This design comes from an exercise in tuning for small area and a short achievable clock period on the open sky130 flow, not from production work. The RTL of this run was laid out without a check of its function. Power and IR drop assume default switching activity.

==> design.v <==
module data_mem_responder #(
    parameter int BITS       = 16,
    parameter int DEPTH_LOG2 = 8,
    parameter int WAIT       = 2
) (
    input  logic            clk,
    input  logic            rst,
    input  logic            req,
    input  logic            we,
    input  logic [15:0]     addr,
    input  logic [BITS-1:0] wdata,
    output logic [BITS-1:0] rdata,
    output logic            ack,
    output logic            busy,
    output logic            err
);
    logic r_w1, r_w2, r_w3, r_ack, r_busy, r_err;
    logic r_we, r_mis;
    logic [7:0] r_k;
    logic [BITS-1:0] r_wdata, r_hold, r_rdata;
    logic r_pv;
    logic [7:0] r_pk;
    logic [BITS-1:0] r_pdata;
    logic [3:0] r_c;
    logic [3:0] r_pos;       
    logic       r_same;      
    logic [3:0] r_ppos;      
    logic [3:0] w_ipos;      
    logic       w_isame;
    assign w_ipos  = addr[4:1] + r_c;
    assign w_isame = (addr[8:1] == r_pk);
    logic r_idle;
    always_ff @(posedge clk) begin
        if (rst) begin
            r_w1   <= 1'b0;
            r_w2   <= 1'b0;
            r_w3   <= 1'b0;
            r_ack  <= 1'b0;
            r_busy <= 1'b0;
            r_err  <= 1'b0;
            r_idle <= 1'b1;
        end else begin
            r_idle <= (r_idle & ~req) | r_ack;
            r_w1   <= r_idle & req;
            r_w2   <= r_w1;
            r_w3   <= r_w2;
            r_ack  <= r_w3;
            r_busy <= (r_idle & req) | r_w1 | r_w2;
            r_err  <= r_w3 & r_mis;
        end
    end
    always_ff @(posedge clk) begin
        if (r_idle) begin
            r_we    <= we;
            r_mis   <= addr[0];
            r_k     <= addr[8:1];
            r_pos   <= w_ipos + 4'd1;
            r_same  <= w_isame;
            r_wdata <= wdata;
        end else begin
            r_pos   <= r_pos + 4'd1;
        end
    end
    always_ff @(posedge clk) begin
        r_c <= r_c + 4'd1;
    end
    logic w_pat, w_commit;
    assign w_pat    = (r_ppos[1:0] == 2'd3);
    assign w_commit = r_pv & w_pat;
    always_ff @(posedge clk) begin
        if (r_w3 & ~rst & r_we & ~r_mis) begin
            r_pv    <= 1'b1;
            r_pk    <= r_k;
            r_pdata <= r_wdata;
        end else if (w_commit) begin
            r_pv    <= 1'b0;
        end
    end
    always_ff @(posedge clk) begin
        if (r_w3 & r_we) r_ppos <= r_pos + 4'd1;
        else             r_ppos <= r_ppos + 4'd1;
    end
    logic [63:0] w_ws;    
    always_comb begin
        for (int i = 0; i < 64; i++)
            w_ws[i] = w_commit && (r_pk[7:4] == 4'(i / 4)) && (r_ppos[3:2] == 2'(i % 4));
    end
    logic [BITS-1:0] m0_0, m0_1, m0_2, m0_3, m0_4, m0_5, m0_6, m0_7, m0_8, m0_9, m0_10, m0_11, m0_12, m0_13, m0_14, m0_15;
    logic [BITS-1:0] m1_0, m1_1, m1_2, m1_3, m1_4, m1_5, m1_6, m1_7, m1_8, m1_9, m1_10, m1_11, m1_12, m1_13, m1_14, m1_15;
    logic [BITS-1:0] m2_0, m2_1, m2_2, m2_3, m2_4, m2_5, m2_6, m2_7, m2_8, m2_9, m2_10, m2_11, m2_12, m2_13, m2_14, m2_15;
    logic [BITS-1:0] m3_0, m3_1, m3_2, m3_3, m3_4, m3_5, m3_6, m3_7, m3_8, m3_9, m3_10, m3_11, m3_12, m3_13, m3_14, m3_15;
    logic [BITS-1:0] m4_0, m4_1, m4_2, m4_3, m4_4, m4_5, m4_6, m4_7, m4_8, m4_9, m4_10, m4_11, m4_12, m4_13, m4_14, m4_15;
    logic [BITS-1:0] m5_0, m5_1, m5_2, m5_3, m5_4, m5_5, m5_6, m5_7, m5_8, m5_9, m5_10, m5_11, m5_12, m5_13, m5_14, m5_15;
    logic [BITS-1:0] m6_0, m6_1, m6_2, m6_3, m6_4, m6_5, m6_6, m6_7, m6_8, m6_9, m6_10, m6_11, m6_12, m6_13, m6_14, m6_15;
    logic [BITS-1:0] m7_0, m7_1, m7_2, m7_3, m7_4, m7_5, m7_6, m7_7, m7_8, m7_9, m7_10, m7_11, m7_12, m7_13, m7_14, m7_15;
    logic [BITS-1:0] m8_0, m8_1, m8_2, m8_3, m8_4, m8_5, m8_6, m8_7, m8_8, m8_9, m8_10, m8_11, m8_12, m8_13, m8_14, m8_15;
    logic [BITS-1:0] m9_0, m9_1, m9_2, m9_3, m9_4, m9_5, m9_6, m9_7, m9_8, m9_9, m9_10, m9_11, m9_12, m9_13, m9_14, m9_15;
    logic [BITS-1:0] m10_0, m10_1, m10_2, m10_3, m10_4, m10_5, m10_6, m10_7, m10_8, m10_9, m10_10, m10_11, m10_12, m10_13, m10_14, m10_15;
    logic [BITS-1:0] m11_0, m11_1, m11_2, m11_3, m11_4, m11_5, m11_6, m11_7, m11_8, m11_9, m11_10, m11_11, m11_12, m11_13, m11_14, m11_15;
    logic [BITS-1:0] m12_0, m12_1, m12_2, m12_3, m12_4, m12_5, m12_6, m12_7, m12_8, m12_9, m12_10, m12_11, m12_12, m12_13, m12_14, m12_15;
    logic [BITS-1:0] m13_0, m13_1, m13_2, m13_3, m13_4, m13_5, m13_6, m13_7, m13_8, m13_9, m13_10, m13_11, m13_12, m13_13, m13_14, m13_15;
    logic [BITS-1:0] m14_0, m14_1, m14_2, m14_3, m14_4, m14_5, m14_6, m14_7, m14_8, m14_9, m14_10, m14_11, m14_12, m14_13, m14_14, m14_15;
    logic [BITS-1:0] m15_0, m15_1, m15_2, m15_3, m15_4, m15_5, m15_6, m15_7, m15_8, m15_9, m15_10, m15_11, m15_12, m15_13, m15_14, m15_15;
    always_ff @(posedge clk) begin
        m0_0 <= ~(w_ws[3] ? r_pdata : m0_15);
        m0_1 <= m0_0;
        m0_2 <= m0_1;
        m0_3 <= m0_2;
        m0_4 <= ~(w_ws[0] ? ~r_pdata : m0_3);
        m0_5 <= m0_4;
        m0_6 <= m0_5;
        m0_7 <= m0_6;
        m0_8 <= ~(w_ws[1] ? r_pdata : m0_7);
        m0_9 <= m0_8;
        m0_10 <= m0_9;
        m0_11 <= m0_10;
        m0_12 <= ~(w_ws[2] ? ~r_pdata : m0_11);
        m0_13 <= m0_12;
        m0_14 <= m0_13;
        m0_15 <= m0_14;
        m1_0 <= ~(w_ws[7] ? r_pdata : m1_15);
        m1_1 <= m1_0;
        m1_2 <= m1_1;
        m1_3 <= m1_2;
        m1_4 <= ~(w_ws[4] ? ~r_pdata : m1_3);
        m1_5 <= m1_4;
        m1_6 <= m1_5;
        m1_7 <= m1_6;
        m1_8 <= ~(w_ws[5] ? r_pdata : m1_7);
        m1_9 <= m1_8;
        m1_10 <= m1_9;
        m1_11 <= m1_10;
        m1_12 <= ~(w_ws[6] ? ~r_pdata : m1_11);
        m1_13 <= m1_12;
        m1_14 <= m1_13;
        m1_15 <= m1_14;
        m2_0 <= ~(w_ws[11] ? r_pdata : m2_15);
        m2_1 <= m2_0;
        m2_2 <= m2_1;
        m2_3 <= m2_2;
        m2_4 <= ~(w_ws[8] ? ~r_pdata : m2_3);
        m2_5 <= m2_4;
        m2_6 <= m2_5;
        m2_7 <= m2_6;
        m2_8 <= ~(w_ws[9] ? r_pdata : m2_7);
        m2_9 <= m2_8;
        m2_10 <= m2_9;
        m2_11 <= m2_10;
        m2_12 <= ~(w_ws[10] ? ~r_pdata : m2_11);
        m2_13 <= m2_12;
        m2_14 <= m2_13;
        m2_15 <= m2_14;
        m3_0 <= ~(w_ws[15] ? r_pdata : m3_15);
        m3_1 <= m3_0;
        m3_2 <= m3_1;
        m3_3 <= m3_2;
        m3_4 <= ~(w_ws[12] ? ~r_pdata : m3_3);
        m3_5 <= m3_4;
        m3_6 <= m3_5;
        m3_7 <= m3_6;
        m3_8 <= ~(w_ws[13] ? r_pdata : m3_7);
        m3_9 <= m3_8;
        m3_10 <= m3_9;
        m3_11 <= m3_10;
        m3_12 <= ~(w_ws[14] ? ~r_pdata : m3_11);
        m3_13 <= m3_12;
        m3_14 <= m3_13;
        m3_15 <= m3_14;
        m4_0 <= ~(w_ws[19] ? r_pdata : m4_15);
        m4_1 <= m4_0;
        m4_2 <= m4_1;
        m4_3 <= m4_2;
        m4_4 <= ~(w_ws[16] ? ~r_pdata : m4_3);
        m4_5 <= m4_4;
        m4_6 <= m4_5;
        m4_7 <= m4_6;
        m4_8 <= ~(w_ws[17] ? r_pdata : m4_7);
        m4_9 <= m4_8;
        m4_10 <= m4_9;
        m4_11 <= m4_10;
        m4_12 <= ~(w_ws[18] ? ~r_pdata : m4_11);
        m4_13 <= m4_12;
        m4_14 <= m4_13;
        m4_15 <= m4_14;
        m5_0 <= ~(w_ws[23] ? r_pdata : m5_15);
        m5_1 <= m5_0;
        m5_2 <= m5_1;
        m5_3 <= m5_2;
        m5_4 <= ~(w_ws[20] ? ~r_pdata : m5_3);
        m5_5 <= m5_4;
        m5_6 <= m5_5;
        m5_7 <= m5_6;
        m5_8 <= ~(w_ws[21] ? r_pdata : m5_7);
        m5_9 <= m5_8;
        m5_10 <= m5_9;
        m5_11 <= m5_10;
        m5_12 <= ~(w_ws[22] ? ~r_pdata : m5_11);
        m5_13 <= m5_12;
        m5_14 <= m5_13;
        m5_15 <= m5_14;
        m6_0 <= ~(w_ws[27] ? r_pdata : m6_15);
        m6_1 <= m6_0;
        m6_2 <= m6_1;
        m6_3 <= m6_2;
        m6_4 <= ~(w_ws[24] ? ~r_pdata : m6_3);
        m6_5 <= m6_4;
        m6_6 <= m6_5;
        m6_7 <= m6_6;
        m6_8 <= ~(w_ws[25] ? r_pdata : m6_7);
        m6_9 <= m6_8;
        m6_10 <= m6_9;
        m6_11 <= m6_10;
        m6_12 <= ~(w_ws[26] ? ~r_pdata : m6_11);
        m6_13 <= m6_12;
        m6_14 <= m6_13;
        m6_15 <= m6_14;
        m7_0 <= ~(w_ws[31] ? r_pdata : m7_15);
        m7_1 <= m7_0;
        m7_2 <= m7_1;
        m7_3 <= m7_2;
        m7_4 <= ~(w_ws[28] ? ~r_pdata : m7_3);
        m7_5 <= m7_4;
        m7_6 <= m7_5;
        m7_7 <= m7_6;
        m7_8 <= ~(w_ws[29] ? r_pdata : m7_7);
        m7_9 <= m7_8;
        m7_10 <= m7_9;
        m7_11 <= m7_10;
        m7_12 <= ~(w_ws[30] ? ~r_pdata : m7_11);
        m7_13 <= m7_12;
        m7_14 <= m7_13;
        m7_15 <= m7_14;
        m8_0 <= ~(w_ws[35] ? r_pdata : m8_15);
        m8_1 <= m8_0;
        m8_2 <= m8_1;
        m8_3 <= m8_2;
        m8_4 <= ~(w_ws[32] ? ~r_pdata : m8_3);
        m8_5 <= m8_4;
        m8_6 <= m8_5;
        m8_7 <= m8_6;
        m8_8 <= ~(w_ws[33] ? r_pdata : m8_7);
        m8_9 <= m8_8;
        m8_10 <= m8_9;
        m8_11 <= m8_10;
        m8_12 <= ~(w_ws[34] ? ~r_pdata : m8_11);
        m8_13 <= m8_12;
        m8_14 <= m8_13;
        m8_15 <= m8_14;
        m9_0 <= ~(w_ws[39] ? r_pdata : m9_15);
        m9_1 <= m9_0;
        m9_2 <= m9_1;
        m9_3 <= m9_2;
        m9_4 <= ~(w_ws[36] ? ~r_pdata : m9_3);
        m9_5 <= m9_4;
        m9_6 <= m9_5;
        m9_7 <= m9_6;
        m9_8 <= ~(w_ws[37] ? r_pdata : m9_7);
        m9_9 <= m9_8;
        m9_10 <= m9_9;
        m9_11 <= m9_10;
        m9_12 <= ~(w_ws[38] ? ~r_pdata : m9_11);
        m9_13 <= m9_12;
        m9_14 <= m9_13;
        m9_15 <= m9_14;
        m10_0 <= ~(w_ws[43] ? r_pdata : m10_15);
        m10_1 <= m10_0;
        m10_2 <= m10_1;
        m10_3 <= m10_2;
        m10_4 <= ~(w_ws[40] ? ~r_pdata : m10_3);
        m10_5 <= m10_4;
        m10_6 <= m10_5;
        m10_7 <= m10_6;
        m10_8 <= ~(w_ws[41] ? r_pdata : m10_7);
        m10_9 <= m10_8;
        m10_10 <= m10_9;
        m10_11 <= m10_10;
        m10_12 <= ~(w_ws[42] ? ~r_pdata : m10_11);
        m10_13 <= m10_12;
        m10_14 <= m10_13;
        m10_15 <= m10_14;
        m11_0 <= ~(w_ws[47] ? r_pdata : m11_15);
        m11_1 <= m11_0;
        m11_2 <= m11_1;
        m11_3 <= m11_2;
        m11_4 <= ~(w_ws[44] ? ~r_pdata : m11_3);
        m11_5 <= m11_4;
        m11_6 <= m11_5;
        m11_7 <= m11_6;
        m11_8 <= ~(w_ws[45] ? r_pdata : m11_7);
        m11_9 <= m11_8;
        m11_10 <= m11_9;
        m11_11 <= m11_10;
        m11_12 <= ~(w_ws[46] ? ~r_pdata : m11_11);
        m11_13 <= m11_12;
        m11_14 <= m11_13;
        m11_15 <= m11_14;
        m12_0 <= ~(w_ws[51] ? r_pdata : m12_15);
        m12_1 <= m12_0;
        m12_2 <= m12_1;
        m12_3 <= m12_2;
        m12_4 <= ~(w_ws[48] ? ~r_pdata : m12_3);
        m12_5 <= m12_4;
        m12_6 <= m12_5;
        m12_7 <= m12_6;
        m12_8 <= ~(w_ws[49] ? r_pdata : m12_7);
        m12_9 <= m12_8;
        m12_10 <= m12_9;
        m12_11 <= m12_10;
        m12_12 <= ~(w_ws[50] ? ~r_pdata : m12_11);
        m12_13 <= m12_12;
        m12_14 <= m12_13;
        m12_15 <= m12_14;
        m13_0 <= ~(w_ws[55] ? r_pdata : m13_15);
        m13_1 <= m13_0;
        m13_2 <= m13_1;
        m13_3 <= m13_2;
        m13_4 <= ~(w_ws[52] ? ~r_pdata : m13_3);
        m13_5 <= m13_4;
        m13_6 <= m13_5;
        m13_7 <= m13_6;
        m13_8 <= ~(w_ws[53] ? r_pdata : m13_7);
        m13_9 <= m13_8;
        m13_10 <= m13_9;
        m13_11 <= m13_10;
        m13_12 <= ~(w_ws[54] ? ~r_pdata : m13_11);
        m13_13 <= m13_12;
        m13_14 <= m13_13;
        m13_15 <= m13_14;
        m14_0 <= ~(w_ws[59] ? r_pdata : m14_15);
        m14_1 <= m14_0;
        m14_2 <= m14_1;
        m14_3 <= m14_2;
        m14_4 <= ~(w_ws[56] ? ~r_pdata : m14_3);
        m14_5 <= m14_4;
        m14_6 <= m14_5;
        m14_7 <= m14_6;
        m14_8 <= ~(w_ws[57] ? r_pdata : m14_7);
        m14_9 <= m14_8;
        m14_10 <= m14_9;
        m14_11 <= m14_10;
        m14_12 <= ~(w_ws[58] ? ~r_pdata : m14_11);
        m14_13 <= m14_12;
        m14_14 <= m14_13;
        m14_15 <= m14_14;
        m15_0 <= ~(w_ws[63] ? r_pdata : m15_15);
        m15_1 <= m15_0;
        m15_2 <= m15_1;
        m15_3 <= m15_2;
        m15_4 <= ~(w_ws[60] ? ~r_pdata : m15_3);
        m15_5 <= m15_4;
        m15_6 <= m15_5;
        m15_7 <= m15_6;
        m15_8 <= ~(w_ws[61] ? r_pdata : m15_7);
        m15_9 <= m15_8;
        m15_10 <= m15_9;
        m15_11 <= m15_10;
        m15_12 <= ~(w_ws[62] ? ~r_pdata : m15_11);
        m15_13 <= m15_12;
        m15_14 <= m15_13;
        m15_15 <= m15_14;
    end
    logic [3:0] w_rring, w_rsum;
    logic w_rat, w_byp;
    assign w_rring = r_idle ? addr[8:5] : r_k[7:4];
    assign w_rsum  = r_idle ? w_ipos : r_pos;
    assign w_rat   = (w_rsum[1:0] == 2'd3);
    assign w_byp   = r_pv & (r_idle ? w_isame : r_same);
    logic [63:0] w_rs;    
    always_comb begin
        for (int i = 0; i < 64; i++)
            w_rs[i] = (w_rring == 4'(i / 4)) && (w_rsum[3:2] == 2'(i % 4));
    end
    logic [BITS-1:0] w_tap_t, w_tap_i, w_tap, w_rd;
    always_comb begin
        w_tap_t = '0;
        w_tap_i = '0;
        w_tap_i = w_tap_i | ({BITS{w_rs[0]}} & m0_3);
        w_tap_t = w_tap_t | ({BITS{w_rs[1]}} & m0_7);
        w_tap_i = w_tap_i | ({BITS{w_rs[2]}} & m0_11);
        w_tap_t = w_tap_t | ({BITS{w_rs[3]}} & m0_15);
        w_tap_i = w_tap_i | ({BITS{w_rs[4]}} & m1_3);
        w_tap_t = w_tap_t | ({BITS{w_rs[5]}} & m1_7);
        w_tap_i = w_tap_i | ({BITS{w_rs[6]}} & m1_11);
        w_tap_t = w_tap_t | ({BITS{w_rs[7]}} & m1_15);
        w_tap_i = w_tap_i | ({BITS{w_rs[8]}} & m2_3);
        w_tap_t = w_tap_t | ({BITS{w_rs[9]}} & m2_7);
        w_tap_i = w_tap_i | ({BITS{w_rs[10]}} & m2_11);
        w_tap_t = w_tap_t | ({BITS{w_rs[11]}} & m2_15);
        w_tap_i = w_tap_i | ({BITS{w_rs[12]}} & m3_3);
        w_tap_t = w_tap_t | ({BITS{w_rs[13]}} & m3_7);
        w_tap_i = w_tap_i | ({BITS{w_rs[14]}} & m3_11);
        w_tap_t = w_tap_t | ({BITS{w_rs[15]}} & m3_15);
        w_tap_i = w_tap_i | ({BITS{w_rs[16]}} & m4_3);
        w_tap_t = w_tap_t | ({BITS{w_rs[17]}} & m4_7);
        w_tap_i = w_tap_i | ({BITS{w_rs[18]}} & m4_11);
        w_tap_t = w_tap_t | ({BITS{w_rs[19]}} & m4_15);
        w_tap_i = w_tap_i | ({BITS{w_rs[20]}} & m5_3);
        w_tap_t = w_tap_t | ({BITS{w_rs[21]}} & m5_7);
        w_tap_i = w_tap_i | ({BITS{w_rs[22]}} & m5_11);
        w_tap_t = w_tap_t | ({BITS{w_rs[23]}} & m5_15);
        w_tap_i = w_tap_i | ({BITS{w_rs[24]}} & m6_3);
        w_tap_t = w_tap_t | ({BITS{w_rs[25]}} & m6_7);
        w_tap_i = w_tap_i | ({BITS{w_rs[26]}} & m6_11);
        w_tap_t = w_tap_t | ({BITS{w_rs[27]}} & m6_15);
        w_tap_i = w_tap_i | ({BITS{w_rs[28]}} & m7_3);
        w_tap_t = w_tap_t | ({BITS{w_rs[29]}} & m7_7);
        w_tap_i = w_tap_i | ({BITS{w_rs[30]}} & m7_11);
        w_tap_t = w_tap_t | ({BITS{w_rs[31]}} & m7_15);
        w_tap_i = w_tap_i | ({BITS{w_rs[32]}} & m8_3);
        w_tap_t = w_tap_t | ({BITS{w_rs[33]}} & m8_7);
        w_tap_i = w_tap_i | ({BITS{w_rs[34]}} & m8_11);
        w_tap_t = w_tap_t | ({BITS{w_rs[35]}} & m8_15);
        w_tap_i = w_tap_i | ({BITS{w_rs[36]}} & m9_3);
        w_tap_t = w_tap_t | ({BITS{w_rs[37]}} & m9_7);
        w_tap_i = w_tap_i | ({BITS{w_rs[38]}} & m9_11);
        w_tap_t = w_tap_t | ({BITS{w_rs[39]}} & m9_15);
        w_tap_i = w_tap_i | ({BITS{w_rs[40]}} & m10_3);
        w_tap_t = w_tap_t | ({BITS{w_rs[41]}} & m10_7);
        w_tap_i = w_tap_i | ({BITS{w_rs[42]}} & m10_11);
        w_tap_t = w_tap_t | ({BITS{w_rs[43]}} & m10_15);
        w_tap_i = w_tap_i | ({BITS{w_rs[44]}} & m11_3);
        w_tap_t = w_tap_t | ({BITS{w_rs[45]}} & m11_7);
        w_tap_i = w_tap_i | ({BITS{w_rs[46]}} & m11_11);
        w_tap_t = w_tap_t | ({BITS{w_rs[47]}} & m11_15);
        w_tap_i = w_tap_i | ({BITS{w_rs[48]}} & m12_3);
        w_tap_t = w_tap_t | ({BITS{w_rs[49]}} & m12_7);
        w_tap_i = w_tap_i | ({BITS{w_rs[50]}} & m12_11);
        w_tap_t = w_tap_t | ({BITS{w_rs[51]}} & m12_15);
        w_tap_i = w_tap_i | ({BITS{w_rs[52]}} & m13_3);
        w_tap_t = w_tap_t | ({BITS{w_rs[53]}} & m13_7);
        w_tap_i = w_tap_i | ({BITS{w_rs[54]}} & m13_11);
        w_tap_t = w_tap_t | ({BITS{w_rs[55]}} & m13_15);
        w_tap_i = w_tap_i | ({BITS{w_rs[56]}} & m14_3);
        w_tap_t = w_tap_t | ({BITS{w_rs[57]}} & m14_7);
        w_tap_i = w_tap_i | ({BITS{w_rs[58]}} & m14_11);
        w_tap_t = w_tap_t | ({BITS{w_rs[59]}} & m14_15);
        w_tap_i = w_tap_i | ({BITS{w_rs[60]}} & m15_3);
        w_tap_t = w_tap_t | ({BITS{w_rs[61]}} & m15_7);
        w_tap_i = w_tap_i | ({BITS{w_rs[62]}} & m15_11);
        w_tap_t = w_tap_t | ({BITS{w_rs[63]}} & m15_15);
    end
    assign w_tap = w_rsum[2] ? w_tap_t : ~w_tap_i;
    assign w_rd  = w_byp ? r_pdata : w_tap;
    always_ff @(posedge clk) begin
        if (w_rat) r_hold <= w_rd;
    end
    always_ff @(posedge clk) begin
        if (rst) begin
            r_rdata <= '0;
        end else if (r_w3 & ~r_we & ~r_mis) begin
            r_rdata <= w_rat ? w_rd : r_hold;
        end
    end
    assign rdata = r_rdata;
    assign ack   = r_ack;
    assign busy  = r_busy;
    assign err   = r_err;
endmodule
==> constraint.sdc <==
create_clock -name core_clock -period 4.5 [get_ports {clk}]
set_input_delay 0.9000 -clock core_clock [delete_from_list [all_inputs] [get_ports {clk}]]
set_output_delay 0.9000 -clock core_clock [all_outputs]
set_load 0.01 [all_outputs]
==> run.sh <==
#!/bin/bash
# synth_recipe.tcl (not shown) runs the flow's synth.tcl, then flattens the netlist and writes it again
# the make line also repeats each setting of config.mk as NAME=value (left out here)
make -C /OpenROAD-flow-scripts/flow DESIGN_CONFIG=/design/flow/config.mk WORK_HOME=/design/flow/orfs CLKGATE_MAP_FILE= SYNTH_SCRIPT=/design/flow/synth_recipe.tcl finish
==> config.mk <==
export PLATFORM = sky130hd
export DESIGN_NAME = data_mem_responder
export DESIGN_NICKNAME = data_mem_responder
export VERILOG_FILES = /design/flow/design.v
export SDC_FILE = /design/flow/constraint.sdc
export NUM_CORES = 4
export LEC_CHECK = 0
export CAP_MARGIN = 20
export CORE_MARGIN = 2
export CORE_UTILIZATION = 60
export CTS_CLUSTER_DIAMETER = 100
export CTS_CLUSTER_SIZE = 30
export PLACE_DENSITY = 0.7
export SLEW_MARGIN = 20
==> results.sh <==
export IMPL_ys_flop_type="dfxtp_1"
export IMPL_clock_root_buffer="clkbuf_16"
export IMPL_num_io_pins=55
export IMPL_coreArea_um2=174000
export IMPL_cts_setup_buffers=0
export IMPL_criticalPathCategory="register to register"
export IMPL_drt_iter0_drc=8486
export IMPL_synth_compound_area_share_pct=7.902
export IMPL_period_share_pct=89.60
export IMPL_postCtsHoldBufs=0
export IMPL_ant_nets=0
export IMPL_worst_slew_pin_slew_ns=1.285
export IMPL_ys_warn_count=1
export IMPL_async_flop_share_pct=0
export IMPL_initial_utilization_pct=60.44
export IMPL_yosysUniqueCellTypes=81
export IMPL_fin_util_pct=66.20
export IMPL_num_vias=59896
export IMPL_worstSetupStartpointType="register"
export IMPL_yosys_area_share_simple_pct=4.620
export IMPL_hold_viol=0
export IMPL_p_leak_nw=44.96
export IMPL_synth_fa_ha_area_share_pct=0.1023
export IMPL_fin_skew_ns=0.05751
export IMPL_grt_pass1_vias=55778
export IMPL_synthCells=7491
export IMPL_synthMuxAreaShare_pct=5.042
export IMPL_nNetsFinal=7672
export IMPL_grt_setup_unrepaired="false"
export IMPL_p_clk_share_pct=30.8
export IMPL_grt_pass1_wl_mm=447.7
export IMPL_place_ws_ns=-0.1914
export IMPL_postSynthRegisterBits=4199
export IMPL_relSlewSlack_pct=14.30
export IMPL_required_ns=5.31
export IMPL_path_max_fanout=15
export IMPL_grt_max_degree=66
export IMPL_rows=153
export IMPL_clkTransAtPathRegs_ns=0.12
export IMPL_switchingPower_mw=12.06
export IMPL_cts_resized_gates=0
export IMPL_hold_class="register to register"
export IMPL_p_int_mw=44.51
export IMPL_synthesis_area_um2=105200
export IMPL_synth_top_family_by_area="compound AO/OA/AOI/OAI gates"
export IMPL_swShare_pct=21.32
export IMPL_drive_gt1_share_pct=8.517
export IMPL_setup_viol=0
export IMPL_port_buffer_count=47
export IMPL_die_w_um=422.7
export IMPL_vdd_ir_drop_max_v=0.0004462
export IMPL_pwr_share_seq_pct=66.4
export IMPL_grt_antenna_before_repair=21
export IMPL_drt_pass1_iter_count=14
export IMPL_dieArea_um2=178600
export IMPL_place_hpwl_mm=215.5
export IMPL_synth_area_per_cell_um2=14.04
export IMPL_globalplace_congestion=1.001
export IMPL_numCtsBuffers=159
export IMPL_comb_power_share_pct=2.8
export IMPL_slew_viol_final=0
export IMPL_fin_crit_ns=4.032
export IMPL_fillers=12319
export IMPL_htreeDepth=4
export IMPL_endpoint_kind="register"
export IMPL_synth_xor_area_share_pct=0.1582
export IMPL_track_usage_pct=36.72
export IMPL_seq_area_frac_synth_pct=80.41
export IMPL_die_h_um=422.7
export IMPL_wire_per_inst_um=33.41
export IMPL_cts_tree="yes"
export IMPL_cts_buffer_depth=3
export IMPL_cts_sinks=4199
export IMPL_drc=0
export IMPL_clkLatencyLatePin_ns=0.87
export IMPL_grt_overflow=0
export IMPL_syn_nets=7535
export IMPL_status="complete, no violations"
export IMPL_max_cap_violations=0
export IMPL_max_freq_mhz=248.0
export IMPL_synth_edf_count=50
export IMPL_setup_ws_ns=0.4679
export IMPL_avgViaCountPerCell=5.993
export IMPL_areaGrowthSynthToFinish_pct=9.538
export IMPL_pwr_density_cell_nw_per_um2=491.1
export IMPL_wl_mm=333.9
export IMPL_arrival_ns=4.84
## routing by layer
metal	GRT usage [%]	vias up	share of wire, %
met2	53.85	3692	42
met3	8.816	1001	11
met5	0	-	0.019
met4	22.05	10	7.2
met1	49.53	29552	39
li1	-	25641	-
## kinds of logic after synthesis
group                      count (synthesis)
buffers and inverters                    411
xor gates and xnor gates                  19
DFF                                     4199
and+or+nand+nor                         1087
adders and majority gates                  8
AOI/OAI and AO/OA                       1238
muxes                                    529
## synthesized netlist by cell type, types with 8 or more instances
library cell | number | area [um^2]
o21ai_0 | 394 | 1972
a22oi_1 | 312 | 2342
nor3_1 | 16 | 80.08
o22ai_1 | 9 | 56.30
mux2i_1 | 526 | 5265
o211ai_1 | 9 | 67.56
buf_6 | 12 | 135.1
xnor2_1 | 13 | 113.9
nand3_1 | 78 | 390.4
a221oi_1 | 53 | 464.2
clkbuf_1 | 275 | 1032
and3_1 | 83 | 519.3
nand4_1 | 51 | 319.1
or3_1 | 11 | 68.82
nor2b_1 | 15 | 93.84
nand2_1 | 456 | 1712
a31oi_1 | 11 | 68.82
a2111oi_0 | 17 | 148.9
buf_2 | 76 | 380.4
nor4_1 | 13 | 81.33
dfxtp_1 | 4149 | 83060
buf_4 | 35 | 262.8
a21oi_1 | 212 | 1061
nor2_1 | 309 | 1160
edfxtp_1 | 50 | 1501
a222oi_1 | 66 | 660.6
o31ai_1 | 8 | 60.06
o21a_1 | 15 | 112.6
nand2b_1 | 9 | 56.30
a22o_1 | 52 | 455.4
## power by group through the flow
stage / logic, mW / registers [mW] / clock network, mW
2_1_floorplan: 0.579 / 38.3 / 0
3_3_place_gp: 1.46 / 38.4 / 0
3_5_place_dp: 1.47 / 38.4 / 0
4_1_cts: 1.48 / 37.5 / 17.5
5_1_grt: 1.55 / 37.6 / 18.8
6_report: 1.57 / 37.6 / 17.4
## path summary, 6_finish.rpt
| path | end | cells past startpoint | slack [ns] | from |
|---|---|---|---|---|
| max | r_rdata[1] | 12 | 0.47 | r_k[6] |
| min | m15_11[1] | 0 | 0.30 | m15_10[1] |
| max reg2reg | r_rdata[1] | 12 | 0.47 | r_k[6] |
| min reg2reg | m15_11[1] | 0 | 0.30 | m15_10[1] |
## area by class of cell
type / count / area (um^2) / area share [%]
antenna: 14 / 35.03 / 0.03041
multi-input combinational: 2881 / 19440 / 16.88
timing repair buffer: 379 / 3867 / 3.357
tap: 2325 / 2909 / 2.525
inverter: 8 / 30.03 / 0.02607
clock buffer: 174 / 4120 / 3.577
clock inverter: 14 / 225.2 / 0.1955
sequential: 4199 / 84560 / 73.41
## cells in the final DEF, fill, tap and decap left out, types with 9 or more instances in the layout
master,synthesis,layout
dfxtp_1,4149,4148
mux2i_1,526,526
nand2_1,456,436
o21ai_0,394,392
a22oi_1,312,312
buf_4,35,259
nor2_1,309,254
a21oi_1,212,210
clkbuf_16,0,163
and3_1,83,82
nand3_1,78,77
buf_12,0,72
a222oi_1,66,66
a221oi_1,53,53
nand4_1,51,51
a22o_1,52,51
edfxtp_1,50,50
clkdlybuf4s50_1,0,47
nor2_4,0,46
a2111oi_0,17,17
o22ai_4,6,16
nor2_2,7,16
o21a_1,15,15
nor3_1,16,15
nand2_4,0,15
diode_2,0,14
xnor2_1,13,13
nor2b_1,15,13
nor4_1,13,12
or3_1,11,11
a31oi_1,11,11
clkbuf_1,275,11
o211ai_1,9,9
## metrics by stage
stage                     cells  instance area, um^2  total power, mW  hold slack (ns)  setup TNS (ns)
after floorplan            7491               105200            38.90           0.3096               0
after global placement     9791               110800            39.85           0.3095         -0.2778
after detailed placement   9792               110800            39.87           0.3121         -0.4682
after CTS                  9980               115200            56.48           0.3101               0
after global routing       9981               115200            57.88           0.3094               0
final                      9994               115200            56.57           0.3039               0
## worst max-delay path: stages (launching register included)
cell	delay (ns)
edfxtp_1	0.76
nand2b_1	0.62
o22ai_4	0.35
buf_12	0.25
buf_12	0.15
a22oi_1	0.19
nand2_1	0.08
nor4_1	0.42
buf_4	0.19
o211ai_1	0.07
a31oi_1	0.58
a21o_1	0.16
o21a_1	0.12

## port drivers added, routing unchanged
No port has a modelled driver above. Below, the same layout with a new extraction and two added sets of constraints.
Step 1 (the two cells are an assumption about what drives the block):
set clk [get_ports {clk}]
set_driving_cell -lib_cell sky130_fd_sc_hd__clkbuf_16 $clk
set_driving_cell -lib_cell sky130_fd_sc_hd__buf_2 [delete_from_list [all_inputs] $clk]
Step 2 moves the port delays by t, midway between the first and last clock arrival at a register: inputs arrive t later, outputs are due t later. That takes back most of the time a late clock gives input paths.
Three values: ideal, step 1, step 2; two values: the first two.
shift t [ns]: 0.930
slack for setup (ns): 0.468 / 0.468 / -0.380
worst setup path at the end: input to register
cell pins on the clock port's net: 1
With both steps, setup timing fails in this run, where it was met with ideal ports. For this run, drivers alone change the setup slack by 0.000 ns; drivers and shift together by -0.848 ns.
